What follows belongs to an exercise in optimizing a design on an open flow for small area, a short achievable clock period and few clock cycles per item; a production flow would make more cautious choices.
In this exercise RTL edits were held to simulation tests only and were not proved equivalent to the original.

`flow/run.sh`:
```
#!/bin/bash
# synth_recipe.tcl (not shown) runs the flow's synth.tcl, then flattens the netlist and writes it again
# the make line also repeats each setting of config.mk as NAME=value (left out here)
make -C /OpenROAD-flow-scripts/flow DESIGN_CONFIG=/design/flow/config.mk WORK_HOME=/design/flow/orfs CLKGATE_MAP_FILE= SYNTH_SCRIPT=/design/flow/synth_recipe.tcl finish
```
`flow/config.mk`:
```
export PLATFORM = sky130hd
export DESIGN_NAME = matvec3
export DESIGN_NICKNAME = matvec3
export VERILOG_FILES = /design/flow/design.v
export SDC_FILE = /design/flow/constraint.sdc
export NUM_CORES = 4
export LEC_CHECK = 0
export ABC_AREA = 1
export CAP_MARGIN = 20
export CORE_MARGIN = 2
export CORE_UTILIZATION = 40
export SETUP_SLACK_MARGIN = 3.8
export SLEW_MARGIN = 20
```
`flow/constraint.sdc`:
```
create_clock -name core_clock -period 7.0 [get_ports {clk}]
set_input_delay 1.4000 -clock core_clock [delete_from_list [all_inputs] [get_ports {clk}]]
set_output_delay 1.4000 -clock core_clock [all_outputs]
set_load 0.01 [all_outputs]
```
`flow/design.v`:
```
module mul_csa (
    input  wire [13:0] w,
    input  wire [6:0]  one,
    input  wire [6:0]  two,
    input  wire [6:0]  neg,
    output wire [27:0] r0,
    output wire [27:0] r1
);
    wire t1 = (one[0] & w[0]) ^ neg[0];
    wire t2 = ((one[0] & w[1]) | (two[0] & w[0])) ^ neg[0];
    wire t3 = ((one[0] & w[2]) | (two[0] & w[1])) ^ neg[0];
    wire t4 = ((one[0] & w[3]) | (two[0] & w[2])) ^ neg[0];
    wire t5 = ((one[0] & w[4]) | (two[0] & w[3])) ^ neg[0];
    wire t6 = ((one[0] & w[5]) | (two[0] & w[4])) ^ neg[0];
    wire t7 = ((one[0] & w[6]) | (two[0] & w[5])) ^ neg[0];
    wire t8 = ((one[0] & w[7]) | (two[0] & w[6])) ^ neg[0];
    wire t9 = ((one[0] & w[8]) | (two[0] & w[7])) ^ neg[0];
    wire t10 = ((one[0] & w[9]) | (two[0] & w[8])) ^ neg[0];
    wire t11 = ((one[0] & w[10]) | (two[0] & w[9])) ^ neg[0];
    wire t12 = ((one[0] & w[11]) | (two[0] & w[10])) ^ neg[0];
    wire t13 = ((one[0] & w[12]) | (two[0] & w[11])) ^ neg[0];
    wire t14 = ((one[0] & w[13]) | (two[0] & w[12])) ^ neg[0];
    wire t15 = ~(((one[0] & w[13]) | (two[0] & w[13])) ^ neg[0]);
    wire t16 = (one[1] & w[0]) ^ neg[1];
    wire t17 = ((one[1] & w[1]) | (two[1] & w[0])) ^ neg[1];
    wire t18 = ((one[1] & w[2]) | (two[1] & w[1])) ^ neg[1];
    wire t19 = ((one[1] & w[3]) | (two[1] & w[2])) ^ neg[1];
    wire t20 = ((one[1] & w[4]) | (two[1] & w[3])) ^ neg[1];
    wire t21 = ((one[1] & w[5]) | (two[1] & w[4])) ^ neg[1];
    wire t22 = ((one[1] & w[6]) | (two[1] & w[5])) ^ neg[1];
    wire t23 = ((one[1] & w[7]) | (two[1] & w[6])) ^ neg[1];
    wire t24 = ((one[1] & w[8]) | (two[1] & w[7])) ^ neg[1];
    wire t25 = ((one[1] & w[9]) | (two[1] & w[8])) ^ neg[1];
    wire t26 = ((one[1] & w[10]) | (two[1] & w[9])) ^ neg[1];
    wire t27 = ((one[1] & w[11]) | (two[1] & w[10])) ^ neg[1];
    wire t28 = ((one[1] & w[12]) | (two[1] & w[11])) ^ neg[1];
    wire t29 = ((one[1] & w[13]) | (two[1] & w[12])) ^ neg[1];
    wire t30 = ~(((one[1] & w[13]) | (two[1] & w[13])) ^ neg[1]);
    wire t31 = (one[2] & w[0]) ^ neg[2];
    wire t32 = ((one[2] & w[1]) | (two[2] & w[0])) ^ neg[2];
    wire t33 = ((one[2] & w[2]) | (two[2] & w[1])) ^ neg[2];
    wire t34 = ((one[2] & w[3]) | (two[2] & w[2])) ^ neg[2];
    wire t35 = ((one[2] & w[4]) | (two[2] & w[3])) ^ neg[2];
    wire t36 = ((one[2] & w[5]) | (two[2] & w[4])) ^ neg[2];
    wire t37 = ((one[2] & w[6]) | (two[2] & w[5])) ^ neg[2];
    wire t38 = ((one[2] & w[7]) | (two[2] & w[6])) ^ neg[2];
    wire t39 = ((one[2] & w[8]) | (two[2] & w[7])) ^ neg[2];
    wire t40 = ((one[2] & w[9]) | (two[2] & w[8])) ^ neg[2];
    wire t41 = ((one[2] & w[10]) | (two[2] & w[9])) ^ neg[2];
    wire t42 = ((one[2] & w[11]) | (two[2] & w[10])) ^ neg[2];
    wire t43 = ((one[2] & w[12]) | (two[2] & w[11])) ^ neg[2];
    wire t44 = ((one[2] & w[13]) | (two[2] & w[12])) ^ neg[2];
    wire t45 = ~(((one[2] & w[13]) | (two[2] & w[13])) ^ neg[2]);
    wire t46 = (one[3] & w[0]) ^ neg[3];
    wire t47 = ((one[3] & w[1]) | (two[3] & w[0])) ^ neg[3];
    wire t48 = ((one[3] & w[2]) | (two[3] & w[1])) ^ neg[3];
    wire t49 = ((one[3] & w[3]) | (two[3] & w[2])) ^ neg[3];
    wire t50 = ((one[3] & w[4]) | (two[3] & w[3])) ^ neg[3];
    wire t51 = ((one[3] & w[5]) | (two[3] & w[4])) ^ neg[3];
    wire t52 = ((one[3] & w[6]) | (two[3] & w[5])) ^ neg[3];
    wire t53 = ((one[3] & w[7]) | (two[3] & w[6])) ^ neg[3];
    wire t54 = ((one[3] & w[8]) | (two[3] & w[7])) ^ neg[3];
    wire t55 = ((one[3] & w[9]) | (two[3] & w[8])) ^ neg[3];
    wire t56 = ((one[3] & w[10]) | (two[3] & w[9])) ^ neg[3];
    wire t57 = ((one[3] & w[11]) | (two[3] & w[10])) ^ neg[3];
    wire t58 = ((one[3] & w[12]) | (two[3] & w[11])) ^ neg[3];
    wire t59 = ((one[3] & w[13]) | (two[3] & w[12])) ^ neg[3];
    wire t60 = ~(((one[3] & w[13]) | (two[3] & w[13])) ^ neg[3]);
    wire t61 = (one[4] & w[0]) ^ neg[4];
    wire t62 = ((one[4] & w[1]) | (two[4] & w[0])) ^ neg[4];
    wire t63 = ((one[4] & w[2]) | (two[4] & w[1])) ^ neg[4];
    wire t64 = ((one[4] & w[3]) | (two[4] & w[2])) ^ neg[4];
    wire t65 = ((one[4] & w[4]) | (two[4] & w[3])) ^ neg[4];
    wire t66 = ((one[4] & w[5]) | (two[4] & w[4])) ^ neg[4];
    wire t67 = ((one[4] & w[6]) | (two[4] & w[5])) ^ neg[4];
    wire t68 = ((one[4] & w[7]) | (two[4] & w[6])) ^ neg[4];
    wire t69 = ((one[4] & w[8]) | (two[4] & w[7])) ^ neg[4];
    wire t70 = ((one[4] & w[9]) | (two[4] & w[8])) ^ neg[4];
    wire t71 = ((one[4] & w[10]) | (two[4] & w[9])) ^ neg[4];
    wire t72 = ((one[4] & w[11]) | (two[4] & w[10])) ^ neg[4];
    wire t73 = ((one[4] & w[12]) | (two[4] & w[11])) ^ neg[4];
    wire t74 = ((one[4] & w[13]) | (two[4] & w[12])) ^ neg[4];
    wire t75 = ~(((one[4] & w[13]) | (two[4] & w[13])) ^ neg[4]);
    wire t76 = (one[5] & w[0]) ^ neg[5];
    wire t77 = ((one[5] & w[1]) | (two[5] & w[0])) ^ neg[5];
    wire t78 = ((one[5] & w[2]) | (two[5] & w[1])) ^ neg[5];
    wire t79 = ((one[5] & w[3]) | (two[5] & w[2])) ^ neg[5];
    wire t80 = ((one[5] & w[4]) | (two[5] & w[3])) ^ neg[5];
    wire t81 = ((one[5] & w[5]) | (two[5] & w[4])) ^ neg[5];
    wire t82 = ((one[5] & w[6]) | (two[5] & w[5])) ^ neg[5];
    wire t83 = ((one[5] & w[7]) | (two[5] & w[6])) ^ neg[5];
    wire t84 = ((one[5] & w[8]) | (two[5] & w[7])) ^ neg[5];
    wire t85 = ((one[5] & w[9]) | (two[5] & w[8])) ^ neg[5];
    wire t86 = ((one[5] & w[10]) | (two[5] & w[9])) ^ neg[5];
    wire t87 = ((one[5] & w[11]) | (two[5] & w[10])) ^ neg[5];
    wire t88 = ((one[5] & w[12]) | (two[5] & w[11])) ^ neg[5];
    wire t89 = ((one[5] & w[13]) | (two[5] & w[12])) ^ neg[5];
    wire t90 = ~(((one[5] & w[13]) | (two[5] & w[13])) ^ neg[5]);
    wire t91 = (one[6] & w[0]) ^ neg[6];
    wire t92 = ((one[6] & w[1]) | (two[6] & w[0])) ^ neg[6];
    wire t93 = ((one[6] & w[2]) | (two[6] & w[1])) ^ neg[6];
    wire t94 = ((one[6] & w[3]) | (two[6] & w[2])) ^ neg[6];
    wire t95 = ((one[6] & w[4]) | (two[6] & w[3])) ^ neg[6];
    wire t96 = ((one[6] & w[5]) | (two[6] & w[4])) ^ neg[6];
    wire t97 = ((one[6] & w[6]) | (two[6] & w[5])) ^ neg[6];
    wire t98 = ((one[6] & w[7]) | (two[6] & w[6])) ^ neg[6];
    wire t99 = ((one[6] & w[8]) | (two[6] & w[7])) ^ neg[6];
    wire t100 = ((one[6] & w[9]) | (two[6] & w[8])) ^ neg[6];
    wire t101 = ((one[6] & w[10]) | (two[6] & w[9])) ^ neg[6];
    wire t102 = ((one[6] & w[11]) | (two[6] & w[10])) ^ neg[6];
    wire t103 = ((one[6] & w[12]) | (two[6] & w[11])) ^ neg[6];
    wire t104 = ((one[6] & w[13]) | (two[6] & w[12])) ^ neg[6];
    wire t105 = ~(((one[6] & w[13]) | (two[6] & w[13])) ^ neg[6]);
    wire t106 = t11 ^ t24;
    wire t107 = t11 & t24;
    wire t108 = t12 ^ t25;
    wire t109 = t12 & t25;
    wire t110 = t13 ^ t26 ^ t39;
    wire t111 = (t13 & t26) | (t13 & t39) | (t26 & t39);
    wire t112 = t52 ^ t65;
    wire t113 = t52 & t65;
    wire t114 = t14 ^ t27 ^ t40;
    wire t115 = (t14 & t27) | (t14 & t40) | (t27 & t40);
    wire t116 = t53 ^ t66;
    wire t117 = t53 & t66;
    wire t118 = t15 ^ t28 ^ t41;
    wire t119 = (t15 & t28) | (t15 & t41) | (t28 & t41);
    wire t120 = t54 ^ t67 ^ t80;
    wire t121 = (t54 & t67) | (t54 & t80) | (t67 & t80);
    wire t122 = t29 ^ t42 ^ t55;
    wire t123 = (t29 & t42) | (t29 & t55) | (t42 & t55);
    wire t124 = t68 ^ t81;
    wire t125 = t68 & t81;
    wire t126 = t30 ^ t43 ^ t56;
    wire t127 = (t30 & t43) | (t30 & t56) | (t43 & t56);
    wire t128 = t44 ^ t57;
    wire t129 = t44 & t57;
    wire t130 = t7 ^ t20;
    wire t131 = t7 & t20;
    wire t132 = t8 ^ t21;
    wire t133 = t8 & t21;
    wire t134 = t9 ^ t22 ^ t35;
    wire t135 = (t9 & t22) | (t9 & t35) | (t22 & t35);
    wire t136 = t48 ^ t61;
    wire t137 = t48 & t61;
    wire t138 = t10 ^ t23 ^ t36;
    wire t139 = (t10 & t23) | (t10 & t36) | (t23 & t36);
    wire t140 = t49 ^ t62;
    wire t141 = t49 & t62;
    wire t142 = t37 ^ t50 ^ t63;
    wire t143 = (t37 & t50) | (t37 & t63) | (t50 & t63);
    wire t144 = t76 ^ neg[5] ^ t106;
    wire t145 = (t76 & neg[5]) | (t76 & t106) | (neg[5] & t106);
    wire t146 = t38 ^ t51 ^ t64;
    wire t147 = (t38 & t51) | (t38 & t64) | (t51 & t64);
    wire t148 = t77 ^ t107 ^ t108;
    wire t149 = (t77 & t107) | (t77 & t108) | (t107 & t108);
    wire t150 = t78 ^ t91 ^ neg[6];
    wire t151 = (t78 & t91) | (t78 & neg[6]) | (t91 & neg[6]);
    wire t152 = t109 ^ t110 ^ t112;
    wire t153 = (t109 & t110) | (t109 & t112) | (t110 & t112);
    wire t154 = t79 ^ t92 ^ t111;
    wire t155 = (t79 & t92) | (t79 & t111) | (t92 & t111);
    wire t156 = t113 ^ t114 ^ t116;
    wire t157 = (t113 & t114) | (t113 & t116) | (t114 & t116);
    wire t158 = t93 ^ 1'b1 ^ t115;
    wire t159 = (t93 & 1'b1) | (t93 & t115) | (1'b1 & t115);
    wire t160 = t117 ^ t118 ^ t120;
    wire t161 = (t117 & t118) | (t117 & t120) | (t118 & t120);
    wire t162 = t94 ^ 1'b1 ^ t119;
    wire t163 = (t94 & 1'b1) | (t94 & t119) | (1'b1 & t119);
    wire t164 = t121 ^ t122 ^ t124;
    wire t165 = (t121 & t122) | (t121 & t124) | (t122 & t124);
    wire t166 = t69 ^ t82 ^ t95;
    wire t167 = (t69 & t82) | (t69 & t95) | (t82 & t95);
    wire t168 = t123 ^ t125 ^ t126;
    wire t169 = (t123 & t125) | (t123 & t126) | (t125 & t126);
    wire t170 = t70 ^ t83 ^ t96;
    wire t171 = (t70 & t83) | (t70 & t96) | (t83 & t96);
    wire t172 = 1'b1 ^ t127 ^ t128;
    wire t173 = (1'b1 & t127) | (1'b1 & t128) | (t127 & t128);
    wire t174 = t45 ^ t58 ^ t71;
    wire t175 = (t45 & t58) | (t45 & t71) | (t58 & t71);
    wire t176 = t84 ^ t97 ^ t129;
    wire t177 = (t84 & t97) | (t84 & t129) | (t97 & t129);
    wire t178 = t59 ^ t72 ^ t85;
    wire t179 = (t59 & t72) | (t59 & t85) | (t72 & t85);
    wire t180 = t98 ^ 1'b1;
    wire t181 = t98 & 1'b1;
    wire t182 = t60 ^ t73 ^ t86;
    wire t183 = (t60 & t73) | (t60 & t86) | (t73 & t86);
    wire t184 = t74 ^ t87;
    wire t185 = t74 & t87;
    wire t186 = t5 ^ t18;
    wire t187 = t5 & t18;
    wire t188 = t6 ^ t19;
    wire t189 = t6 & t19;
    wire t190 = t33 ^ t46 ^ neg[3];
    wire t191 = (t33 & t46) | (t33 & neg[3]) | (t46 & neg[3]);
    wire t192 = t34 ^ t47 ^ t131;
    wire t193 = (t34 & t47) | (t34 & t131) | (t47 & t131);
    wire t194 = neg[4] ^ t133 ^ t134;
    wire t195 = (neg[4] & t133) | (neg[4] & t134) | (t133 & t134);
    wire t196 = t135 ^ t137 ^ t138;
    wire t197 = (t135 & t137) | (t135 & t138) | (t137 & t138);
    wire t198 = t139 ^ t141 ^ t142;
    wire t199 = (t139 & t141) | (t139 & t142) | (t141 & t142);
    wire t200 = t143 ^ t145 ^ t146;
    wire t201 = (t143 & t145) | (t143 & t146) | (t145 & t146);
    wire t202 = t147 ^ t149 ^ t150;
    wire t203 = (t147 & t149) | (t147 & t150) | (t149 & t150);
    wire t204 = t151 ^ t153 ^ t154;
    wire t205 = (t151 & t153) | (t151 & t154) | (t153 & t154);
    wire t206 = t155 ^ t157 ^ t158;
    wire t207 = (t155 & t157) | (t155 & t158) | (t157 & t158);
    wire t208 = t159 ^ t161 ^ t162;
    wire t209 = (t159 & t161) | (t159 & t162) | (t161 & t162);
    wire t210 = t163 ^ t165 ^ t166;
    wire t211 = (t163 & t165) | (t163 & t166) | (t165 & t166);
    wire t212 = t167 ^ t169 ^ t170;
    wire t213 = (t167 & t169) | (t167 & t170) | (t169 & t170);
    wire t214 = t171 ^ t173 ^ t174;
    wire t215 = (t171 & t173) | (t171 & t174) | (t173 & t174);
    wire t216 = t175 ^ t177 ^ t178;
    wire t217 = (t175 & t177) | (t175 & t178) | (t177 & t178);
    wire t218 = t99 ^ t179 ^ t181;
    wire t219 = (t99 & t179) | (t99 & t181) | (t179 & t181);
    wire t220 = t100 ^ 1'b1 ^ t183;
    wire t221 = (t100 & 1'b1) | (t100 & t183) | (1'b1 & t183);
    wire t222 = t75 ^ t88 ^ t101;
    wire t223 = (t75 & t88) | (t75 & t101) | (t88 & t101);
    wire t224 = t89 ^ t102;
    wire t225 = t89 & t102;
    wire t226 = t3 ^ t16;
    wire t227 = t3 & t16;
    wire t228 = t4 ^ t17;
    wire t229 = t4 & t17;
    wire t230 = t31 ^ neg[2] ^ t186;
    wire t231 = (t31 & neg[2]) | (t31 & t186) | (neg[2] & t186);
    wire t232 = t32 ^ t187 ^ t188;
    wire t233 = (t32 & t187) | (t32 & t188) | (t187 & t188);
    wire t234 = t130 ^ t189 ^ t190;
    wire t235 = (t130 & t189) | (t130 & t190) | (t189 & t190);
    wire t236 = t132 ^ t191 ^ t192;
    wire t237 = (t132 & t191) | (t132 & t192) | (t191 & t192);
    wire t238 = t136 ^ t193 ^ t194;
    wire t239 = (t136 & t193) | (t136 & t194) | (t193 & t194);
    wire t240 = t140 ^ t195 ^ t196;
    wire t241 = (t140 & t195) | (t140 & t196) | (t195 & t196);
    wire t242 = t144 ^ t197 ^ t198;
    wire t243 = (t144 & t197) | (t144 & t198) | (t197 & t198);
    wire t244 = t148 ^ t199 ^ t200;
    wire t245 = (t148 & t199) | (t148 & t200) | (t199 & t200);
    wire t246 = t152 ^ t201 ^ t202;
    wire t247 = (t152 & t201) | (t152 & t202) | (t201 & t202);
    wire t248 = t156 ^ t203 ^ t204;
    wire t249 = (t156 & t203) | (t156 & t204) | (t203 & t204);
    wire t250 = t160 ^ t205 ^ t206;
    wire t251 = (t160 & t205) | (t160 & t206) | (t205 & t206);
    wire t252 = t164 ^ t207 ^ t208;
    wire t253 = (t164 & t207) | (t164 & t208) | (t207 & t208);
    wire t254 = t168 ^ t209 ^ t210;
    wire t255 = (t168 & t209) | (t168 & t210) | (t209 & t210);
    wire t256 = t172 ^ t211 ^ t212;
    wire t257 = (t172 & t211) | (t172 & t212) | (t211 & t212);
    wire t258 = t176 ^ t213 ^ t214;
    wire t259 = (t176 & t213) | (t176 & t214) | (t213 & t214);
    wire t260 = t180 ^ t215 ^ t216;
    wire t261 = (t180 & t215) | (t180 & t216) | (t215 & t216);
    wire t262 = t182 ^ t217 ^ t218;
    wire t263 = (t182 & t217) | (t182 & t218) | (t217 & t218);
    wire t264 = t184 ^ t219 ^ t220;
    wire t265 = (t184 & t219) | (t184 & t220) | (t219 & t220);
    wire t266 = t185 ^ t221 ^ t222;
    wire t267 = (t185 & t221) | (t185 & t222) | (t221 & t222);
    wire t268 = 1'b1 ^ t223 ^ t224;
    wire t269 = (1'b1 & t223) | (1'b1 & t224) | (t223 & t224);
    wire t270 = t90 ^ t103 ^ t225;
    wire t271 = (t90 & t103) | (t90 & t225) | (t103 & t225);
    wire t272 = t104 ^ 1'b1;
    wire t273 = t104 & 1'b1;
    assign r0[0] = t1;
    assign r0[1] = t2;
    assign r0[2] = neg[1];
    assign r0[3] = t227;
    assign r0[4] = t229;
    assign r0[5] = t231;
    assign r0[6] = t233;
    assign r0[7] = t235;
    assign r0[8] = t237;
    assign r0[9] = t239;
    assign r0[10] = t241;
    assign r0[11] = t243;
    assign r0[12] = t245;
    assign r0[13] = t247;
    assign r0[14] = t249;
    assign r0[15] = t251;
    assign r0[16] = t253;
    assign r0[17] = t255;
    assign r0[18] = t257;
    assign r0[19] = t259;
    assign r0[20] = t261;
    assign r0[21] = t263;
    assign r0[22] = t265;
    assign r0[23] = t267;
    assign r0[24] = t269;
    assign r0[25] = t271;
    assign r0[26] = t105;
    assign r0[27] = 1'b1;
    assign r1[0] = neg[0];
    assign r1[1] = 1'b0;
    assign r1[2] = t226;
    assign r1[3] = t228;
    assign r1[4] = t230;
    assign r1[5] = t232;
    assign r1[6] = t234;
    assign r1[7] = t236;
    assign r1[8] = t238;
    assign r1[9] = t240;
    assign r1[10] = t242;
    assign r1[11] = t244;
    assign r1[12] = t246;
    assign r1[13] = t248;
    assign r1[14] = t250;
    assign r1[15] = t252;
    assign r1[16] = t254;
    assign r1[17] = t256;
    assign r1[18] = t258;
    assign r1[19] = t260;
    assign r1[20] = t262;
    assign r1[21] = t264;
    assign r1[22] = t266;
    assign r1[23] = t268;
    assign r1[24] = t270;
    assign r1[25] = t272;
    assign r1[26] = t273;
    assign r1[27] = 1'b0;
endmodule
`timescale 1ns/1ps
`default_nettype none
module matvec3
(
    input  logic               clk,
    input  logic               reset,
    input  logic               input_valid,
    output logic               input_ready,
    input  logic signed [13:0] input_data,
    output logic               output_valid,
    input  logic               output_ready,
    output logic signed [27:0] output_data
);
    logic [3:0]         ph;        
    logic signed [13:0] ring [12];
    logic signed [13:0] ring0_d;
    logic signed [13:0] x_n;       
    logic [6:0]         one_q;     
    logic [6:0]         two_q;
    logic [6:0]         neg_q;
    logic [3:0]         wc;
    logic               active;    
    logic [3:0]         pi;        
    logic [1:0]         pc;        
    logic [1:0]         xl;        
    logic               fire_d;
    logic               first_d;
    logic               last_d;
    logic [27:0]        s_q;
    logic [27:0]        c_q;
    logic [27:0]        acc;
    logic [27:0]        s_d;
    logic [27:0]        c_d;
    logic [3:0]         pi_ph;     
    logic [3:0]         ph_n;
    logic [3:0]         wc_n;
    logic               active_n;
    logic [3:0]         pi_n;
    logic [1:0]         pc_n;
    logic [1:0]         xl_n;
    logic               ready_n;
    logic accept;
    logic fire;
    logic cancel;
    logic retire;
    function automatic logic slot_free(input logic [3:0] w, input logic act,
                                       input logic [3:0] p);
        if (w < 4'd9)       slot_free = !act || (p > w);
        else if (w == 4'd9) slot_free = !act;
        else                slot_free = 1'b1;
    endfunction
    assign accept      = input_valid && input_ready;
    assign pi_ph       = (pi < 4'd2) ? pi + 4'd10 : pi - 4'd2;
    assign cancel      = fire_d && first_d && output_valid && !output_ready;
    assign retire      = fire_d && !cancel;
    assign fire        = active && (ph == pi_ph) && (xl > pc) && !cancel;
    assign output_data = acc;
    always_comb begin
        ph_n     = (ph == 4'd11) ? 4'd0 : ph + 4'd1;
        wc_n     = wc;
        active_n = active;
        pi_n     = pi;
        pc_n     = pc;
        xl_n     = xl;
        if (accept) begin
            wc_n = (wc == 4'd11) ? 4'd0 : wc + 4'd1;
            if (wc == 4'd9) begin
                active_n = 1'b1;
                pi_n     = '0;
                pc_n     = '0;
                xl_n     = 2'd1;
            end else if (wc > 4'd9) begin
                xl_n = xl + 2'd1;
            end
        end
        if (fire) begin
            pi_n = pi + 4'd1;
            pc_n = (pc == 2'd2) ? 2'd0 : pc + 2'd1;
            if (pi == 4'd8) active_n = 1'b0;
        end else if (cancel) begin
            pi_n = pi - 4'd1;
            pc_n = '0;
        end
        ready_n = (ph_n == wc_n) && slot_free(wc_n, active_n, pi_n);
    end
    assign ring0_d = accept ? input_data : ring[11];
    always_comb begin
        if (ph >= 4'd9)      x_n = ring0_d;
        else if (ph <= 4'd2) x_n = ring[2];
        else                 x_n = ring[5];
    end
    logic [14:0] x_ext;
    assign x_ext = {x_n, 1'b0};
    always_ff @(posedge clk) begin
        for (int k = 0; k < 7; k++) begin
            logic b2, b1, b0;
            b2 = x_ext[2*k+2];
            b1 = x_ext[2*k+1];
            b0 = x_ext[2*k];
            one_q[k] <= b1 ^ b0;
            two_q[k] <= (b2 & !b1 & !b0) | (!b2 & b1 & b0);
            neg_q[k] <= b2;
        end
    end
    mul_csa mul_i (
        .w  (ring[9]),
        .one(one_q),
        .two(two_q),
        .neg(neg_q),
        .r0 (s_d),
        .r1 (c_d)
    );
    always_ff @(posedge clk) begin
        ring[0] <= ring0_d;
        for (int k = 1; k < 12; k++) ring[k] <= ring[k-1];
        s_q     <= s_d;
        c_q     <= c_d;
        first_d <= (pc == 2'd0);
        last_d  <= (pc == 2'd2);
    end
    logic [27:0] a_m;
    logic [27:0] t_s;
    logic [27:0] t_c;
    assign a_m = first_d ? 28'd0 : acc;
    assign t_s = a_m ^ s_q ^ c_q;
    assign t_c = (a_m & s_q) | (a_m & c_q) | (s_q & c_q);
    always_ff @(posedge clk) begin
        if (retire) begin
            acc <= t_s + {t_c[26:0], 1'b0};
        end
    end
    always_ff @(posedge clk) begin
        if (reset) begin
            ph           <= '0;
            wc           <= '0;
            active       <= 1'b0;
            pi           <= '0;
            pc           <= '0;
            xl           <= '0;
            fire_d       <= 1'b0;
            input_ready  <= 1'b1;
            output_valid <= 1'b0;
        end else begin
            ph           <= ph_n;
            wc           <= wc_n;
            active       <= active_n;
            pi           <= pi_n;
            pc           <= pc_n;
            xl           <= xl_n;
            fire_d       <= fire;
            input_ready  <= ready_n;
            if (retire && last_d)   output_valid <= 1'b1;
            else if (output_ready)  output_valid <= 1'b0;
        end
    end
endmodule
`default_nettype wire
```
==> results of run 1 <==
==> state kept, by name (all words and copies together), names as in the netlist <==
| name | count |
|---|---|
| two_q | 7 |
| ph | 4 |
| s_q | 27 |
| first_d | 1 |
| one_q | 7 |
| neg_q | 7 |
| fire_d | 1 |
| wc | 4 |
| acc | 28 |
| input_ready | 1 |
| last_d | 1 |
| output_valid | 1 |
| pc | 2 |
| pi | 4 |
| c_q | 26 |
| ring | 168 |
| active | 1 |
| xl | 2 |
==> stage by stage <==
step                      cells  cell area, µm²  util (%)
after floorplan            1496           13940         -
final                      2059           16340     47.41
after global routing       2059           16340     47.41
after detailed placement   1952           14770     42.86
after CTS                  2018           15940     46.26
after global placement     1952           14770     42.86
==> cell families after synthesis <==
group                    count (synthesis)
XOR/XNOR                               129
AND/OR/NAND/NOR                        446
flip-flops                             292
buffers and inverters                  273
adder cells (fa/ha/maj)                150
AO/OA/AOI/OAI                          205
multiplexers                             1
==> cell usage in the layout (no fill, tap or decap), drive strengths merged, types with 6 or more instances in the layout <==
cell type	netlist	final
nand3	38	38
edfxtp	28	28
ha	66	66
nor3	7	7
o21ai	55	55
nand2	219	219
dfxtp	264	264
nand4	18	18
clkinvlp	0	20
xor2	120	120
fa	84	84
o22ai	91	91
buf	14	53
a21oi	44	44
xnor2	9	9
inv	225	209
or2	16	16
clkbuf	33	39
nor2	142	142
clkinv	1	10
o21bai	6	6
clkdlybuf4s50	0	46
==> area by class of cell <==
cell class	count	area share, %
Clock buffer	39	5.169
Clock inverter	15	1.095
Inverter	226	5.659
Multi-Input combinational cell	931	41.57
Sequential cell	292	37.62
Tap cell	455	3.484
Timing Repair Buffer	100	5.376
Timing Repair inverter	1	0.03063
==> metal layers <==
layer	track usage [%]	share of wire [%]	vias to the layer above
met4	4.919	3.1	0
met1	23.57	47	4636
met3	2.466	5.3	56
met2	28.97	45	294
met5	0	0	-
li1	-	-	4927
==> timing repair <==
item | in CTS | in global routing
gates cloned | 0 | 1
buffers inserted | 12 | 40
gates resized for setup | 15 | 31
endpoints found under the setup margin | 14 | 20
endpoints found under the hold margin | 0 | 0
pin swaps | 0 | 2
==> worst max-delay path by stage <==
stage                start     endpoint  slack (ns)
2_1_floorplan  input_valid  input_ready        3.82
3_3_place_gp   input_valid  input_ready        3.10
3_5_place_dp   input_valid  input_ready        3.00
4_1_cts        input_valid  input_ready        3.80
5_1_grt           one_q[0]      c_q[13]        3.78
6_report       ring[9][13]      c_q[16]        3.86
==> key figures, run 1 <==
Setup path
  – Instance count on the critical path: 8
  – Crit path cell chain: clkinvlp_4 > o22ai_1 > xor2_1 > fa_1 > fa_1 > fa_1 > inv_1 > fa_1
  – Worst path max stage delay: 0.52 ns
  – Critical path data arrival time: 3.58 ns
  – CP max FO: 9
  – Origin of the critical flop-to-flop path: ring[9][13]
  – Worst Path Buf+Inv: 2
  – CP max stage cell: fa_1
  – CP required: 7.44 ns
  – Setup Crit Path Kind: reg2reg
  – CP endpoint kind: register
  – Worst R2R Path Depth: 8
  – CP Launch Type: register
  – CP dominant cell by count: fa_1
  – Delay-heaviest family, CP: adder cells
  – Worst r2r dst: c_q[16]
  – R2R Setup Slk: 3.86 ns

Synthesis
  – Avg Cell Area, Syn: 9.319 µm²
  – Seq/Total Area, Yosys: 43.94%
  – Synth Register Bits: 292
  – Yosys top cell by area: dfxtp_1
  – Yosys cell types: 39
  – Commonest cells in the netlist: dfxtp_1 (264), inv_1 (217), nand2_1 (217)
  – Post-Synth XOR/XNOR Area: 8.104%
  – Share of the synthesized area in the top cell type: 37.91%
  – Syn Inst Count: 1496
  – EDFF count, synth: 28
  – Synth Area in Adders: 17.99%
  – Main combinational cell family by area after synthesis: adder cells
  – Synth Warn #: 3
  – Mapped Nets: 1664
  – Synth area leaders: dfxtp_1 (38%), fa_1 (12%), xor2_1 (7.5%)
  – Count leader, synth: dfxtp_1
  – Fraction of the mapped netlist area in compound gates: 8.957%
  – Main synth FF type: dfxtp_1
  – Mux cell area share after synthesis: 0.07180%
  – Async SR Flop Fraction: 0%
  – Synth Cell Area: 0.01394 mm²
  – Simple-gate share of the synthesized area: 13.26%

Timing
  – Setup WS post-layout: 3.856 ns
  – Hold slack final: 0.3181 ns
  – Slew headroom: 35.07%
  – Slew Viols, Final: 0
  – Final setup violation count: 0
  – Final TNS setup: 0 ns
  – Worst-Margin Slew: 0.9703 ns
  – Post-route clock period utilization: 44.91%
  – Fin crit period: 3.144 ns
  – Peak Freq: 318.1 MHz
  – Setup Skew: 0.01806 ns
  – Final hold viol count: 0
  – RSZ-0062 raised after global routing: false

Hold path
  – Hold EP: ring[9][11]
  – Hold Crit Depth: 0
  – HP Start: ring[8][11]
  – Min-delay worst type: reg2reg

Cells and area
  – Fill count: 3295
  – Area of the multi-input gates: 0.006792 mm²
  – Register area: 0.006146 mm²
  – P&R area growth vs syn: 17.20%
  – # diodes: 0
  – Layout cell share with drive strength beyond 1: 11.66%
  – Nets: 1749

Routing
  – Drt drc: 0
  – First-pass detailed-route iteration total: 5
  – Routed WL per cell: 15.39 µm
  – Via count of the routed design: 9913
  – Drt first-iter violations: 833
  – Post-route ant nets: 0
  – Drt total wl: 31680 µm
  – Via density: 4.814

Floorplan
  – Chip Height: 190.7 µm
  – Die area: 0.03636 mm²
  – # IOs: 48
  – Width of the die: 190.7 µm
  – Initial core utilization: 40.46%
  – Num rows: 68
  – Core ar.: 0.03446 mm²

Placed design
  – Port Buf Inserts: 47
  – Place WS: 3.005 ns
  – Routability cong.: 0.8935
  – Post-DP HPWL: 23540 µm

GRT
  – Initial antenna violation count: 0
  – Vias in the first global route: 9628
  – Global-route wire length before repair: 50340 µm
  – Largest net degree at the start of global routing: 29
  – Grt total ovfl: 0
  – Total GRT Usage: 17.39%

Clocking
  – Clock latency (worst-skew pair): 0.57 ns
  – Root Buffer Master: clkbuf_16
  – CTS Buffer Depth: 3
  – H-tree Lvls: 1
  – Clock slew at reported path FFs: 0.06 ns
  – Num Clock Sinks: 292
  – Inserted Clock Buffers: 29
  – CTS tree: yes
  – CTS Hold Buffers Added: 0

Run
  – Max cap viols: 0

Status
  – Status: timing/DRC/antenna clean
Testbench counts, summed over its fixed seeds: cycles 4,680, items 1,152.
==> run 2, diff against run 1 <==
--- a/flow/config.mk
+++ b/flow/config.mk
@@ -11,3 +11,2 @@
 export CORE_UTILIZATION = 40
-export SETUP_SLACK_MARGIN = 3.8
 export SLEW_MARGIN = 20
==> key figures, run 2 <==
GRT
  – Grt total ovfl: 0
  – Initial antenna violation count: 0
  – Global-route wire length before repair: 49490 µm
  – Vias in the first global route: 9465
  – Total GRT Usage: 17.08%
  – Largest net degree at the start of global routing: 29

Run
  – Max cap viols: 0

Routing
  – Met2 wire length: 13250 µm
  – Drt total wl: 30440 µm
  – Drt first-iter violations: 640
  – Via count of the routed design: 9647
  – Post-route ant nets: 0
  – DR WL met3: 1382 µm
  – First-pass detailed-route iteration total: 5
  – Drt drc: 0
  – Max layer used: met4
  – Routed WL per cell: 15.14 µm
  – M1 WL: 14770 µm
  – Via density: 4.797

Floorplan
  – Chip Height: 190.7 µm
  – Initial core utilization: 40.46%
  – Width of the die: 190.7 µm
  – # IOs: 48
  – Core ar.: 0.03446 mm²
  – Num rows: 68
  – Die area: 0.03636 mm²

Clocking
  – Clock slew at reported path FFs: 0.06 ns
  – H-tree Lvls: 1
  – Post-CTS setup buffers: 0
  – CTS tree: yes
  – Inserted Clock Buffers: 31
  – Num Clock Sinks: 292
  – CTS Buffer Depth: 3
  – Clock latency (worst-skew pair): 0.57 ns
  – Root Buffer Master: clkbuf_16
  – CTS resizes: 0
  – CTS Hold Buffers Added: 0

Cells and area
  – Most common cell after layout, fill and taps aside: dfxtp_1
  – Largest registers: ring: 168 flops, acc: 28 flops, s_q: 27 flops
  – Finished Cell Area: 0.01587 mm²
  – # diodes: 0
  – Nets: 1699
  – Most frequent cells in the layout: dfxtp_1 (264), nand2_1 (217), inv_1 (216), nor2_1 (139), xor2_1 (120)
  – Fill count: 3299
  – Layout cell share with drive strength beyond 1: 6.362%
  – P&R area growth vs syn: 13.80%
  – Max reg flops: 168
  – Biggest register: ring

Synthesis
  – Syn Inst Count: 1496
  – Count leader, synth: dfxtp_1
  – Synth Register Bits: 292
  – Share of the synthesized area in the top cell type: 37.91%
  – Mapped Nets: 1664
  – Main synth FF type: dfxtp_1
  – Yosys cell types: 39
  – EDFF count, synth: 28
  – Synth Warn #: 3
  – Commonest cells in the netlist: dfxtp_1 (264), inv_1 (217), nand2_1 (217)
  – Avg Cell Area, Syn: 9.319 µm²
  – Synth area leaders: dfxtp_1 (38%), fa_1 (12%), xor2_1 (7.5%)
  – Yosys top cell by area: dfxtp_1
  – Synth Cell Area: 0.01394 mm²
  – Seq/Total Area, Yosys: 43.94%
  – Async SR Flop Fraction: 0%

Timing
  – Slew headroom: 36.56%
  – RSZ-0062 raised after global routing: false
  – Final hold viol count: 0
  – Fin crit period: 3.546 ns
  – Worst-Margin Slew: 0.9480 ns
  – Setup Skew: 0.007927 ns
  – Slew Viols, Final: 0
  – Post-route clock period utilization: 50.65%
  – Final setup violation count: 0
  – Peak Freq: 282.0 MHz
  – Final TNS setup: 0 ns

Placed design
  – Post-DP HPWL: 23220 µm
  – Port Buf Inserts: 47
  – Routability cong.: 0.9036
  – Area of placed instances: 0.01477 mm²

Setup path
  – CP Launch Type: register
  – CP max FO: 12
  – CP endpoint kind: register
  – Setup Crit Path Kind: reg2reg
  – Critical path data arrival time: 3.99 ns
  – CP required: 7.45 ns

Status
  – Status: timing/DRC/antenna clean

Hold path
  – Min-delay worst type: reg2reg
## run 2: cell counts after synthesis
Identical to the previous run, type by type.
## run 2: logic make-up (layout without fill, tap and decap cells)
| logic type | Yosys count | in the layout | share of synthesized area, % |
|---|---|---|---|
| flops | 292 | 292 | 43.94 |
| xor+xnor | 129 | 129 | 8.105 |
| compound gates | 205 | 205 | 8.957 |
| fa+ha+maj | 150 | 150 | 17.99 |
| buf+inv | 273 | 333 | 7.683 |
| mux | 1 | 1 | 0.07180 |
| simple gates | 446 | 446 | 13.26 |
## run 2: worst paths after layout
check | start | endpoint | depth (start not counted) | slack (ns)
max | neg_q[1] | c_q[16] | 7 | 3.45
min | ring[1][1] | ring[2][1] | 0 | 0.32
max reg2reg | neg_q[1] | c_q[16] | 7 | 3.45
min reg2reg | ring[1][1] | ring[2][1] | 0 | 0.32
## run 2: per-stage QoR
| stage | utilization (%) | setup WS, ns | hold WS (ns) | std cells |
|---|---|---|---|---|
| floorplan | - | 3.768 | 0.3096 | 1496 |
| global placement | 42.86 | 3.018 | 0.3097 | 1952 |
| detailed placement | 42.86 | 2.970 | 0.3121 | 1952 |
| CTS | 45.97 | 3.453 | 0.3211 | 2010 |
| global route | 46.04 | 3.319 | 0.3256 | 2011 |
| finish | 46.04 | 3.455 | 0.3180 | 2011 |
## run 2: critical path: stages (launching register included)
cell and delay, ns:
dfxtp_1 0.76, clkinv_1 0.41, xor2_1 0.28, fa_1 0.53, fa_1 0.46, fa_1 0.52
inv_1 0.05, fa_1 0.41
## run 2: area by class of cell
type | instances | area (µm²) | area share [%]
multi-input combinational | 931 | 6744 | 42.51
clock inverter | 17 | 196.4 | 1.238
timing repair buffer | 49 | 503.0 | 3.170
tap | 455 | 569.3 | 3.588
inverter | 226 | 850.8 | 5.363
sequential | 292 | 6126 | 38.61
clock buffer | 41 | 875.8 | 5.521
## run 2: layer usage
metal | vias to the layer above | global-route usage (%)
met5 | - | 0
met4 | 0 | 5.516
met3 | 64 | 2.558
met2 | 269 | 27.03
met1 | 4479 | 23.95
li1 | 4835 | -
==> run 3, diff against run 2 <==
--- a/flow/config.mk
+++ b/flow/config.mk
@@ -10,3 +10,4 @@
 export CORE_MARGIN = 2
-export CORE_UTILIZATION = 40
+export CORE_UTILIZATION = 65
+export SETUP_SLACK_MARGIN = 3.8
 export SLEW_MARGIN = 20
==> key figures, run 3 <==
Cells and area
  – Register area: 0.006145 mm²
  – # diodes: 0
  – Most common cell after layout, fill and taps aside: dfxtp_1
  – Max reg flops: 168
  – Fill count: 1456
  – Layout cell share with drive strength beyond 1: 11.18%
  – Biggest register: ring
  – P&R area growth vs syn: 14.35%
  – Most frequent cells in the layout: dfxtp_1 (253), nand2_1 (216), inv_1 (196), nor2_1 (136), xor2_1 (120)
  – Area of the multi-input gates: 0.006799 mm²
  – Nets: 1742
  – Largest registers: ring: 168 flops, acc: 28 flops, s_q: 27 flops

Synthesis
  – Share of the synthesized area in the top cell type: 37.91%
  – Seq/Total Area, Yosys: 43.94%
  – Synth Register Bits: 292
  – Synth Cell Area: 0.01394 mm²
  – Mapped Nets: 1664
  – Yosys top cell by area: dfxtp_1
  – Syn Inst Count: 1496
  – Synth area leaders: dfxtp_1 (38%), fa_1 (12%), xor2_1 (7.5%)
  – Main synth FF type: dfxtp_1
  – Async SR Flop Fraction: 0%
  – Synth Warn #: 3
  – Avg Cell Area, Syn: 9.319 µm²
  – Count leader, synth: dfxtp_1
  – EDFF count, synth: 28
  – Commonest cells in the netlist: dfxtp_1 (264), inv_1 (217), nand2_1 (217)
  – Yosys cell types: 39

Timing
  – Slew Viols, Final: 0
  – Worst-Margin Slew: 0.9683 ns
  – Setup Skew: 0.02202 ns
  – Fin crit period: 3.176 ns
  – Post-route clock period utilization: 45.38%
  – Final TNS setup: 0 ns
  – Hold slack final: 0.3233 ns
  – Setup WS post-layout: 3.824 ns
  – Slew headroom: 35.20%
  – Peak Freq: 314.8 MHz
  – RSZ-0062 raised after global routing: true
  – Final hold viol count: 0
  – Final setup violation count: 0

Routing
  – Drt drc: 0
  – First-pass detailed-route iteration total: 6
  – Drt total wl: 32470 µm
  – Routed WL per cell: 17.39 µm
  – Via count of the routed design: 10241
  – Post-route ant nets: 0
  – Via density: 5.485
  – Drt first-iter violations: 524

Setup path
  – Crit path cell chain: clkinvlp_4 > o22ai_1 > xor2_1 > fa_1 > fa_1 > fa_1 > inv_1 > fa_1
  – CP max FO: 10
  – CP Launch Type: register
  – Worst path max stage delay: 0.51 ns
  – CP endpoint kind: register
  – CP required: 7.41 ns
  – Setup Crit Path Kind: reg2reg
  – CP dominant cell by count: fa_1
  – CP max stage cell: fa_1
  – Critical path data arrival time: 3.59 ns

Clocking
  – CTS Buffer Depth: 3
  – CTS Hold Buffers Added: 0
  – Clock slew at reported path FFs: 0.06 ns
  – Num Clock Sinks: 292
  – H-tree Lvls: 1
  – Root Buffer Master: clkbuf_16
  – Clock latency (worst-skew pair): 0.55 ns
  – Inserted Clock Buffers: 28
  – CTS tree: yes

Placed design
  – Routability cong.: 0.9385
  – Post-DP HPWL: 23050 µm
  – Place WS: 3.077 ns
  – Port Buf Inserts: 47

GRT
  – Vias in the first global route: 10035
  – Initial antenna violation count: 0
  – Global-route wire length before repair: 50770 µm
  – Total GRT Usage: 28.59%
  – Grt total ovfl: 0
  – Largest net degree at the start of global routing: 29

Status
  – Status: timing/DRC/antenna clean

Floorplan
  – Num rows: 53
  – Die area: 0.02264 mm²
  – # IOs: 48
  – Chip Height: 150.5 µm
  – Initial core utilization: 66.32%
  – Width of the die: 150.5 µm
  – Core ar.: 0.02102 mm²

Run
  – Max cap viols: 0

Hold path
  – Min-delay worst type: reg2reg
[run 3: cell counts after synthesis]
Identical to the previous run, type by type.
[run 3: layout make-up]
type	count	share of cell area (%)
clock buffers	37	4.929
clock inverters	11	0.5808
inverters	226	5.847
multi-input cells	931	42.65
flip-flops and latches	292	38.54
well taps	275	2.158
repair buffers	94	5.259
repair inverters	1	0.03139
[run 3: kinds of logic (layout without fill, tap and decap cells)]
logic type / count (synthesis) / count (layout) / share of synthesized area, %
AND/OR/NAND/NOR: 446 / 446 / 13.26
XOR/XNOR: 129 / 129 / 8.105
AO/OA/AOI/OAI: 205 / 205 / 8.957
multiplexers: 1 / 1 / 0.07180
buffers and inverters: 273 / 369 / 7.683
adder cells (fa/ha/maj): 150 / 150 / 17.99
flip-flops: 292 / 292 / 43.94
[run 3: layer usage]
layer / global-route usage [%] / routed length [µm] / up-vias
li1: - / - / 4918
met1: 35.87 / 13420 / 4802
met2: 49.41 / 15760 / 406
met3: 3.606 / 1746 / 115
met4: 12.92 / 1539 / 0
met5: 0 / 0 / -
[run 3: worst max-delay path: cells and delay by family (launching register included)]
family / cells / cell delay (ns)
flops: 1 / 0.37
buf+inv: 2 / 0.28
fa+ha+maj: 4 / 1.84
xor+xnor: 1 / 0.25
compound gates: 1 / 0.31
[run 3: worst paths after layout]
path,startpoint,endpoint,slack (ns),cells after the start
min,ring[8][9],ring[9][9],0.32,0
max,ring[9][10],c_q[13],3.82,8
min reg2reg,ring[8][9],ring[9][9],0.32,0
max reg2reg,ring[9][10],c_q[13],3.82,8
[run 3: per-stage QoR]
stage | area, µm² | instances | utilization (%)
after floorplan | 13940 | 1496 | -
after global placement | 14550 | 1773 | 69.23
after detailed placement | 14550 | 1773 | 69.23
after CTS | 15520 | 1828 | 73.81
after global routing | 15940 | 1867 | 75.83
final | 15940 | 1867 | 75.83
[run 3: timing repair]
action                     CTS  global route
buffers inserted             7            38
hold endpoints to repair     0             0
setup endpoints to repair   17            17
pin swaps                    0             2
resized for setup           11            41
cloned                       0             1
==> run 4, diff against run 3 <==
--- a/flow/config.mk
+++ b/flow/config.mk
@@ -10,4 +10,6 @@
 export CORE_MARGIN = 2
-export CORE_UTILIZATION = 65
-export SETUP_SLACK_MARGIN = 3.8
+export CORE_UTILIZATION = 40
+export CTS_BUF_LIST = sky130_fd_sc_hd__clkbuf_8
+export CTS_CLUSTER_SIZE = 40
+export SETUP_SLACK_MARGIN = 4.4
 export SLEW_MARGIN = 20
==> key figures, run 4 <==
Status
  – Status: timing/DRC/antenna clean

Synthesis
  – EDFF count, synth: 28
  – Commonest cells in the netlist: dfxtp_1 (264), inv_1 (217), nand2_1 (217)
  – Synth area leaders: dfxtp_1 (38%), fa_1 (12%), xor2_1 (7.5%)
  – Synth Warn #: 3
  – Syn Inst Count: 1496
  – Main synth FF type: dfxtp_1
  – Avg Cell Area, Syn: 9.319 µm²
  – Async SR Flop Fraction: 0%
  – Count leader, synth: dfxtp_1
  – Yosys cell types: 39
  – Mapped Nets: 1664
  – Yosys top cell by area: dfxtp_1
  – Synth Register Bits: 292
  – Share of the synthesized area in the top cell type: 37.91%
  – Synth Cell Area: 0.01394 mm²
  – Seq/Total Area, Yosys: 43.94%

Cells and area
  – Max reg flops: 168
  – Most frequent cells in the layout: dfxtp_1 (230), inv_1 (165), nand2_1 (164), xor2_1 (115), buf_4 (112)
  – Biggest register: ring
  – # diodes: 0
  – Nets: 1853
  – Largest registers: ring: 168 flops, acc: 28 flops, s_q: 27 flops
  – Layout cell share with drive strength beyond 1: 35.86%
  – P&R area growth vs syn: 33.25%
  – Layout Cells excl Fill: 2170
  – Most common cell after layout, fill and taps aside: dfxtp_1

Routing
  – Drt total wl: 37130 µm
  – Post-route ant nets: 0
  – First-pass detailed-route iteration total: 5
  – Via count of the routed design: 10610
  – Via density: 4.889
  – Drt first-iter violations: 775
  – Routed WL per cell: 17.11 µm
  – Drt drc: 0

Placed design
  – Post-DP HPWL: 23900 µm
  – Placed insts: 1952
  – Port Buf Inserts: 47
  – Routability cong.: 0.8825

Timing
  – Fin crit period: 2.913 ns
  – Worst-Margin Slew: 0.9267 ns
  – Final TNS setup: 0 ns
  – Peak Freq: 343.3 MHz
  – Setup Skew: 0.02470 ns
  – Final hold viol count: 0
  – Slew Viols, Final: 0
  – RSZ-0062 raised after global routing: true
  – Post-route clock period utilization: 41.62%
  – Final setup violation count: 0
  – Slew headroom: 37.99%

Clocking
  – Root Buffer Master: clkbuf_8
  – Inserted Clock Buffers: 48
  – CTS Buffer Depth: 3
  – CTS tree: yes
  – Clock latency (worst-skew pair): 0.60 ns
  – CTS Hold Buffers Added: 0
  – Clock slew at reported path FFs: 0.07 ns
  – Num Clock Sinks: 292
  – H-tree Lvls: 2

Setup path
  – Setup Crit Path Kind: reg2reg
  – R2R Setup Slk: 4.09 ns
  – CP max stage cell: fa_1
  – CP required: 7.53 ns
  – Critical path endpoint: c_q[15]
  – CP endpoint kind: register
  – Crit path cell chain: clkinvlp_4 > o22ai_2 > xor2_1 > fa_1 > inv_1 > fa_2 > fa_1 > inv_1 > fa_2
  – CP Launch Type: register
  – Worst r2r dst: c_q[15]
  – Worst R2R Path Depth: 9
  – Worst setup startpoint: one_q[3]
  – Critical path data arrival time: 3.44 ns
  – Worst path max stage delay: 0.56 ns
  – CP max FO: 5
  – Origin of the critical flop-to-flop path: one_q[3]

Floorplan
  – Width of the die: 190.7 µm
  – Die area: 0.03636 mm²
  – Initial core utilization: 40.46%
  – # IOs: 48
  – Num rows: 68
  – Core ar.: 0.03446 mm²
  – Chip Height: 190.7 µm

GRT
  – Met3 Resource Use GR: 3.607%
  – Global-route wire length before repair: 56410 µm
  – Total GRT Usage: 19.80%
  – Initial antenna violation count: 0
  – Vias in the first global route: 10691
  – Grt total ovfl: 0
  – Met2 GRT Util: 32.10%
  – Most Crowded Layer GR: met2
  – GRT met1 Usage: 25.94%
  – Largest net degree at the start of global routing: 29

Hold path
  – Min-delay worst type: reg2reg

Run
  – Max cap viols: 0
[run 4: cell counts after synthesis]
No cell type changed its count.
[run 4: per-layer routing]
metal | vias up | wire [µm]
li1 | 5143 | -
met1 | 5017 | 16490
met2 | 343 | 17190
met3 | 107 | 1934
met4 | 0 | 1518
met5 | - | 0
[run 4: timing repair]
item / 4_1_cts / 5_1_grt
setup buffers: 95 / 37
pin swaps: 115 / 111
gates cloned: 5 / 1
gates resized for setup: 428 / 143
endpoints found under the setup margin: 118 / 52
[run 4: cell families after synthesis]
family	after synthesis	synth area share [%]
compound gates	205	8.957
xor+xnor	129	8.105
fa+ha+maj	150	17.99
buf+inv	273	7.683
flops	292	43.94
mux	1	0.07180
simple gates	446	13.26
[run 4: through the flow]
stage	setup slack (ns)	util (%)	hold WS (ns)	area (µm²)
2_1_floorplan	3.958	-	0.3095	14290
3_3_place_gp	3.167	43.30	0.3098	14920
3_5_place_dp	3.090	43.30	0.3121	14920
4_1_cts	4.122	51.53	0.3105	17760
5_1_grt	4.010	53.91	0.3239	18580
6_report	4.087	53.91	0.3016	18580
[run 4: how the worst min path moves through the flow]
stage                      from          end  cells after the start
floorplan           ring[8][10]  ring[9][10]                      0
global placement     ring[7][0]   ring[8][0]                      0
detailed placement   ring[1][4]   ring[2][4]                      0
CTS                  ring[8][7]   ring[9][7]                      0
global route        ring[8][12]  ring[9][12]                      0
finish               ring[8][7]   ring[9][7]                      0
[run 4: worst max-delay path, delay by kind of cell, from the launching register on]
family	cells	cell delay [ns]
adders and majority gates	4	1.91
DFF	1	0.35
buffers and inverters	3	0.27
AOI/OAI and AO/OA	1	0.21
xor gates and xnor gates	1	0.12
[run 4: layout make-up]
cell class              instances  area, µm²
fillers                      3013      15880
clock inverters                24      262.8
flip-flops and latches        292       6211
repair buffers                183       1499
clock buffers                  56      770.7
repair inverters                2      12.51
multi-input cells             932       8243
well taps                     455      569.3
inverters                     226       1008
==> run 5, diff against run 4 <==
--- a/flow/config.mk
+++ b/flow/config.mk
@@ -13,3 +13,3 @@
 export CTS_CLUSTER_SIZE = 40
-export SETUP_SLACK_MARGIN = 4.4
+export SETUP_SLACK_MARGIN = 4.1
 export SLEW_MARGIN = 20
==> key figures, run 5 <==
Timing
  – Fin crit period: 3.056 ns
  – RSZ-0062 raised after global routing: true
  – Final setup violation count: 0
  – Peak Freq: 327.2 MHz
  – Final hold viol count: 0
  – Setup Skew: 0.04034 ns
  – Post-route clock period utilization: 43.66%
  – Hold slack final: 0.3206 ns
  – Final TNS setup: 0 ns
  – Slew Viols, Final: 0
  – Worst-Margin Slew: 0.9102 ns
  – Slew headroom: 39.09%

Routing
  – Via count of the routed design: 10193
  – First-pass detailed-route iteration total: 5
  – Drt total wl: 33800 µm
  – Via density: 4.826
  – Drt drc: 0
  – Routed WL per cell: 16.00 µm
  – Drt first-iter violations: 581
  – Post-route ant nets: 0

Placed design
  – Area of placed instances: 0.01479 mm²
  – Post-DP HPWL: 24260 µm
  – Port Buf Inserts: 47
  – Routability cong.: 0.8856

Synthesis
  – Yosys top cell by area: dfxtp_1
  – Share of the synthesized area in the top cell type: 37.91%
  – Commonest cells in the netlist: dfxtp_1 (264), inv_1 (217), nand2_1 (217)
  – Synth area leaders: dfxtp_1 (38%), fa_1 (12%), xor2_1 (7.5%)
  – Mapped Nets: 1664
  – Seq/Total Area, Yosys: 43.94%
  – Synth Cell Area: 0.01394 mm²
  – Main synth FF type: dfxtp_1
  – Synth Register Bits: 292
  – Synth Warn #: 3
  – Yosys cell types: 39
  – Syn Inst Count: 1496
  – EDFF count, synth: 28
  – Async SR Flop Fraction: 0%
  – Count leader, synth: dfxtp_1
  – Avg Cell Area, Syn: 9.319 µm²

Floorplan
  – # IOs: 48
  – Width of the die: 190.7 µm
  – Core ar.: 0.03446 mm²
  – Chip Height: 190.7 µm
  – Num rows: 68
  – Initial core utilization: 40.46%
  – Die area: 0.03636 mm²

Cells and area
  – Largest registers: ring: 168 flops, acc: 28 flops, s_q: 27 flops
  – Nets: 1786
  – # diodes: 0
  – Most common cell after layout, fill and taps aside: dfxtp_1
  – Biggest register: ring
  – Max reg flops: 168
  – Fill count: 3244
  – P&R area growth vs syn: 21.94%
  – Most frequent cells in the layout: dfxtp_1 (242), nand2_1 (210), inv_1 (196), nor2_1 (128), xor2_1 (113)
  – Layout cell share with drive strength beyond 1: 19.73%
  – Finished Cell Area: 0.01700 mm²

GRT
  – Grt total ovfl: 0
  – Vias in the first global route: 10288
  – Initial antenna violation count: 0
  – Global-route wire length before repair: 54080 µm
  – Total GRT Usage: 18.84%
  – Largest net degree at the start of global routing: 29

Setup path
  – CP required: 7.45 ns
  – CP endpoint kind: register
  – Worst R2R Path Depth: 8
  – Worst r2r dst: c_q[17]
  – Critical path data arrival time: 3.51 ns
  – R2R Setup Slk: 3.94 ns
  – Setup Crit Path Kind: reg2reg
  – CP max FO: 8
  – Origin of the critical flop-to-flop path: one_q[2]
  – CP Launch Type: register

Clocking
  – Inserted Clock Buffers: 48
  – Clock slew at reported path FFs: 0.06 ns
  – H-tree Lvls: 2
  – Root Buffer Master: clkbuf_8
  – Num Clock Sinks: 292
  – CTS tree: yes
  – Clock latency (worst-skew pair): 0.59 ns
  – CTS Buffer Depth: 3

Hold path
  – Hold Crit Depth: 0
  – Min-delay worst type: reg2reg
  – Hold EP: ring[1][4]
  – HP Start: ring[0][4]

Run
  – Max cap viols: 0

Status
  – Status: timing/DRC/antenna clean
-- run 5: routing by layer --
metal / global-route usage [%] / vias up / routed length [µm]
li1: - / 5013 / -
met1: 25.32 / 4822 / 15470
met2: 30.11 / 284 / 15430
met3: 3.055 / 74 / 1674
met4: 7.961 / 0 / 1226
met5: 0 / - / 0
-- run 5: cell type report --
| type | count | area, µm² | area share, % |
|---|---|---|---|
| clock inverters | 30 | 285.3 | 1.678 |
| inverters | 226 | 937.1 | 5.513 |
| repair buffers | 119 | 1079 | 6.345 |
| clock buffers | 59 | 812.0 | 4.777 |
| multi-input cells | 931 | 7151 | 42.07 |
| well taps | 455 | 569.3 | 3.349 |
| flip-flops and latches | 292 | 6166 | 36.27 |
-- run 5: timing repair --
item,CTS,global route
pin swaps,31,22
gates cloned,1,0
hold endpoints to repair,0,0
setup buffers,59,12
setup endpoints to repair,63,43
gates resized for setup,105,73
hold buffers,0,0
-- run 5: kinds of logic (layout without fill, tap and decap cells) --
| kind of cell | Yosys count | after routing | share of synthesized area [%] |
|---|---|---|---|
| and+or+nand+nor | 446 | 446 | 13.26 |
| AOI/OAI and AO/OA | 205 | 205 | 8.957 |
| DFF | 292 | 292 | 43.94 |
| muxes | 1 | 1 | 0.07180 |
| adders and majority gates | 150 | 150 | 17.99 |
| buffers and inverters | 273 | 434 | 7.683 |
| xor gates and xnor gates | 129 | 129 | 8.105 |
-- run 5: critical path, cell delays in order (launching register included) --
cell and delay [ns]:
dfxtp_4 0.36, clkinvlp_4 0.20, o22ai_2 0.25, xor2_1 0.27, fa_1 0.50, fa_2 0.40, fa_1 0.49, inv_1 0.05
fa_1 0.42
-- run 5: how the worst max path moves through the flow --
| stage | from | depth (start not counted) | slack (ns) | end |
|---|---|---|---|---|
| after floorplan | input_valid | 17 | 3.96 | input_ready |
| after global placement | output_ready | 17 | 3.14 | input_ready |
| after detailed placement | output_ready | 17 | 3.09 | input_ready |
| after CTS | first_d | 10 | 3.99 | acc[18] |
| after global routing | one_q[2] | 8 | 3.86 | c_q[17] |
| final | one_q[2] | 8 | 3.94 | c_q[17] |
-- run 5: metrics by stage --
| step | util [%] | setup slack (ns) | cells |
|---|---|---|---|
| final | 49.33 | 3.944 | 2112 |
| after global routing | 49.33 | 3.862 | 2112 |
| after CTS | 48.18 | 3.995 | 2100 |
| after detailed placement | 42.93 | 3.085 | 1951 |
| after global placement | 42.93 | 3.141 | 1951 |
| after floorplan | - | 3.958 | 1496 |
==> run 6, diff against run 5 <==
--- a/flow/config.mk
+++ b/flow/config.mk
@@ -13,3 +13,3 @@
 export CTS_CLUSTER_SIZE = 40
-export SETUP_SLACK_MARGIN = 4.1
+export SETUP_SLACK_MARGIN = 3.65
 export SLEW_MARGIN = 20
==> key figures, run 6 <==
Synthesis
  – EDFF count, synth: 28
  – Yosys top cell by area: dfxtp_1
  – Synth area leaders: dfxtp_1 (38%), fa_1 (12%), xor2_1 (7.5%)
  – Share of the synthesized area in the top cell type: 37.91%
  – Syn Inst Count: 1496
  – Synth Cell Area: 0.01394 mm²
  – Mapped Nets: 1664
  – Commonest cells in the netlist: dfxtp_1 (264), inv_1 (217), nand2_1 (217)
  – Main synth FF type: dfxtp_1
  – Async SR Flop Fraction: 0%
  – Synth Warn #: 3
  – Avg Cell Area, Syn: 9.319 µm²
  – Count leader, synth: dfxtp_1
  – Synth Register Bits: 292
  – Yosys cell types: 39
  – Seq/Total Area, Yosys: 43.94%

Floorplan
  – Chip Height: 190.7 µm
  – Width of the die: 190.7 µm
  – Num rows: 68
  – Core ar.: 0.03446 mm²
  – Die area: 0.03636 mm²
  – Initial core utilization: 40.46%
  – # IOs: 48

Clocking
  – Clock latency (worst-skew pair): 0.58 ns
  – Inserted Clock Buffers: 47
  – CTS tree: yes
  – Num Clock Sinks: 292
  – Clock slew at reported path FFs: 0.06 ns
  – CTS Buffer Depth: 3
  – Root Buffer Master: clkbuf_8
  – H-tree Lvls: 2

Timing
  – RSZ-0062 raised after global routing: true
  – Peak Freq: 310.4 MHz
  – Setup Skew: 0.03734 ns
  – Final setup violation count: 0
  – Final TNS setup: 0 ns
  – Final hold viol count: 0
  – Post-route clock period utilization: 46.03%
  – Slew headroom: 37.63%
  – Fin crit period: 3.222 ns
  – Worst-Margin Slew: 0.9321 ns
  – Slew Viols, Final: 0

GRT
  – GRT met1 Usage: 23.80%
  – Grt total ovfl: 0
  – Largest net degree at the start of global routing: 29
  – Vias in the first global route: 9649
  – Total GRT Usage: 17.31%
  – Met3 Resource Use GR: 3.128%
  – Most Crowded Layer GR: met2
  – Met2 GRT Util: 27.17%
  – Global-route wire length before repair: 49930 µm
  – Initial antenna violation count: 0

Setup path
  – CP endpoint kind: register
  – CP max FO: 14
  – Worst path max stage delay: 0.56 ns
  – Setup Crit Path Kind: reg2reg
  – Delay-heaviest family, CP: adder cells
  – CP max stage cell: fa_1
  – CP Launch Type: register
  – Crit path cell chain: clkinvlp_4 > o22ai_1 > xor2_1 > fa_1 > inv_1 > fa_1 > fa_1 > inv_1 > fa_1
  – Critical path data arrival time: 3.68 ns
  – CP dominant cell by count: fa_1
  – Worst Path Buf+Inv: 3
  – CP required: 7.46 ns

Cells and area
  – Most frequent cells in the layout: dfxtp_1 (261), inv_1 (221), nand2_1 (217), nor2_1 (138), xor2_1 (120)
  – Nets: 1721
  – P&R area growth vs syn: 14.03%
  – Largest registers: ring: 168 flops, acc: 28 flops, s_q: 27 flops
  – Layout Cells excl Fill: 2046
  – Max reg flops: 168
  – Biggest register: ring
  – # diodes: 0
  – Most common cell after layout, fill and taps aside: dfxtp_1
  – Layout cell share with drive strength beyond 1: 8.799%

Routing
  – Drt first-iter violations: 582
  – Drt total wl: 30880 µm
  – Drt drc: 0
  – Post-route ant nets: 0
  – Via count of the routed design: 9745
  – First-pass detailed-route iteration total: 6
  – Via density: 4.763
  – Routed WL per cell: 15.09 µm

Status
  – Status: timing/DRC/antenna clean

Placed design
  – Routability cong.: 0.9036
  – Placed insts: 1952
  – Port Buf Inserts: 47
  – Post-DP HPWL: 23220 µm

Run
  – Max cap viols: 0

Hold path
  – Min-delay worst type: reg2reg
==> run 6: cell counts after synthesis <==
Identical to the previous run, type by type.
==> run 6: kinds of logic after synthesis <==
| logic type | Yosys count | share of synthesized area [%] |
|---|---|---|
| AND/OR/NAND/NOR | 446 | 13.26 |
| flip-flops | 292 | 43.94 |
| buffers and inverters | 273 | 7.683 |
| AO/OA/AOI/OAI | 205 | 8.957 |
| adder cells (fa/ha/maj) | 150 | 17.99 |
| XOR/XNOR | 129 | 8.105 |
| multiplexers | 1 | 0.07180 |
==> run 6: final cells by class <==
type                       count  area [µm²]
clock buffer                  56       770.7
tap                          455       569.3
fill                        3335       18560
inverter                     226       879.6
sequential                   292        6130
timing repair buffer          55       551.8
multi-input combinational    931        6754
clock inverter                31       241.5
==> run 6: final timing paths <==
kind | from | endpoint | slack, ns | cells past startpoint
worst min register to register | ring[8][0] | ring[9][0] | 0.30 | 0
worst max-delay path | ring[9][9] | c_q[15] | 3.78 | 9
worst min-delay path | ring[8][0] | ring[9][0] | 0.30 | 0
worst max register to register | ring[9][9] | c_q[15] | 3.78 | 9
==> run 6: metal layers <==
layer / vias up / wire length (µm)
met5: - / 0
met4: 0 / 966
met3: 72 / 1629
met2: 276 / 13520
met1: 4517 / 14760
li1: 4880 / -
==> run 6: through the flow <==
| step | utilization, % | setup slack (ns) | instance area [µm²] | hold slack, ns |
|---|---|---|---|---|
| after floorplan | - | 3.768 | 13940 | 0.3096 |
| after global placement | 42.86 | 3.018 | 14770 | 0.3097 |
| after detailed placement | 42.86 | 2.970 | 14770 | 0.3121 |
| after CTS | 45.81 | 3.684 | 15790 | 0.3017 |
| after global routing | 46.13 | 3.632 | 15900 | 0.3060 |
| final | 46.13 | 3.778 | 15900 | 0.2958 |
==> run 6: what timing repair did <==
action,CTS,global route
hold buffers,0,0
cloned,0,0
setup buffers,0,6
gates resized for setup,4,12
setup endpoints to repair,11,4

==> port drivers added, routing unchanged <==
In the flow no input, the clock included, has a driving cell. The finished layouts below were timed again as built, in two steps.
Step 1 assumes that a clkbuf_16 drives the clock port and a buf_2 every other input.
Step 2 adds t to the input delays and takes it off the output delays; t is the mean of the earliest and latest rising clock arrival at the registers after step 1. Input paths then give back, and output paths get back, about the clock's delay inside the block.
a / b / c = ideal ports / drivers / drivers and shift; a / b = the first two.
run	shift t [ns]	setup WS [ns]	latest minus earliest clock arrival (ns)	worst slew at a driven data input, ns
run 1	0.608	3.856 / 3.856 / 3.356	0.018 / 0.018	0.05
run 2	0.613	3.455 / 3.455 / 3.002	0.013 / 0.013	0.04
run 3	0.590	3.824 / 3.824 / 3.350	0.022 / 0.022	0.05
run 4	0.631	4.087 / 4.087 / 3.774	0.025 / 0.025	0.05
run 5	0.616	3.944 / 3.944 / 3.553	0.044 / 0.044	0.04
run 6	0.612	3.778 / 3.778 / 3.211	0.038 / 0.038	0.04
After both steps every run listed still meets setup and hold. The setup slack of run 6, which loses most, moves by 0.000 ns with the drivers and by -0.567 ns with both steps.
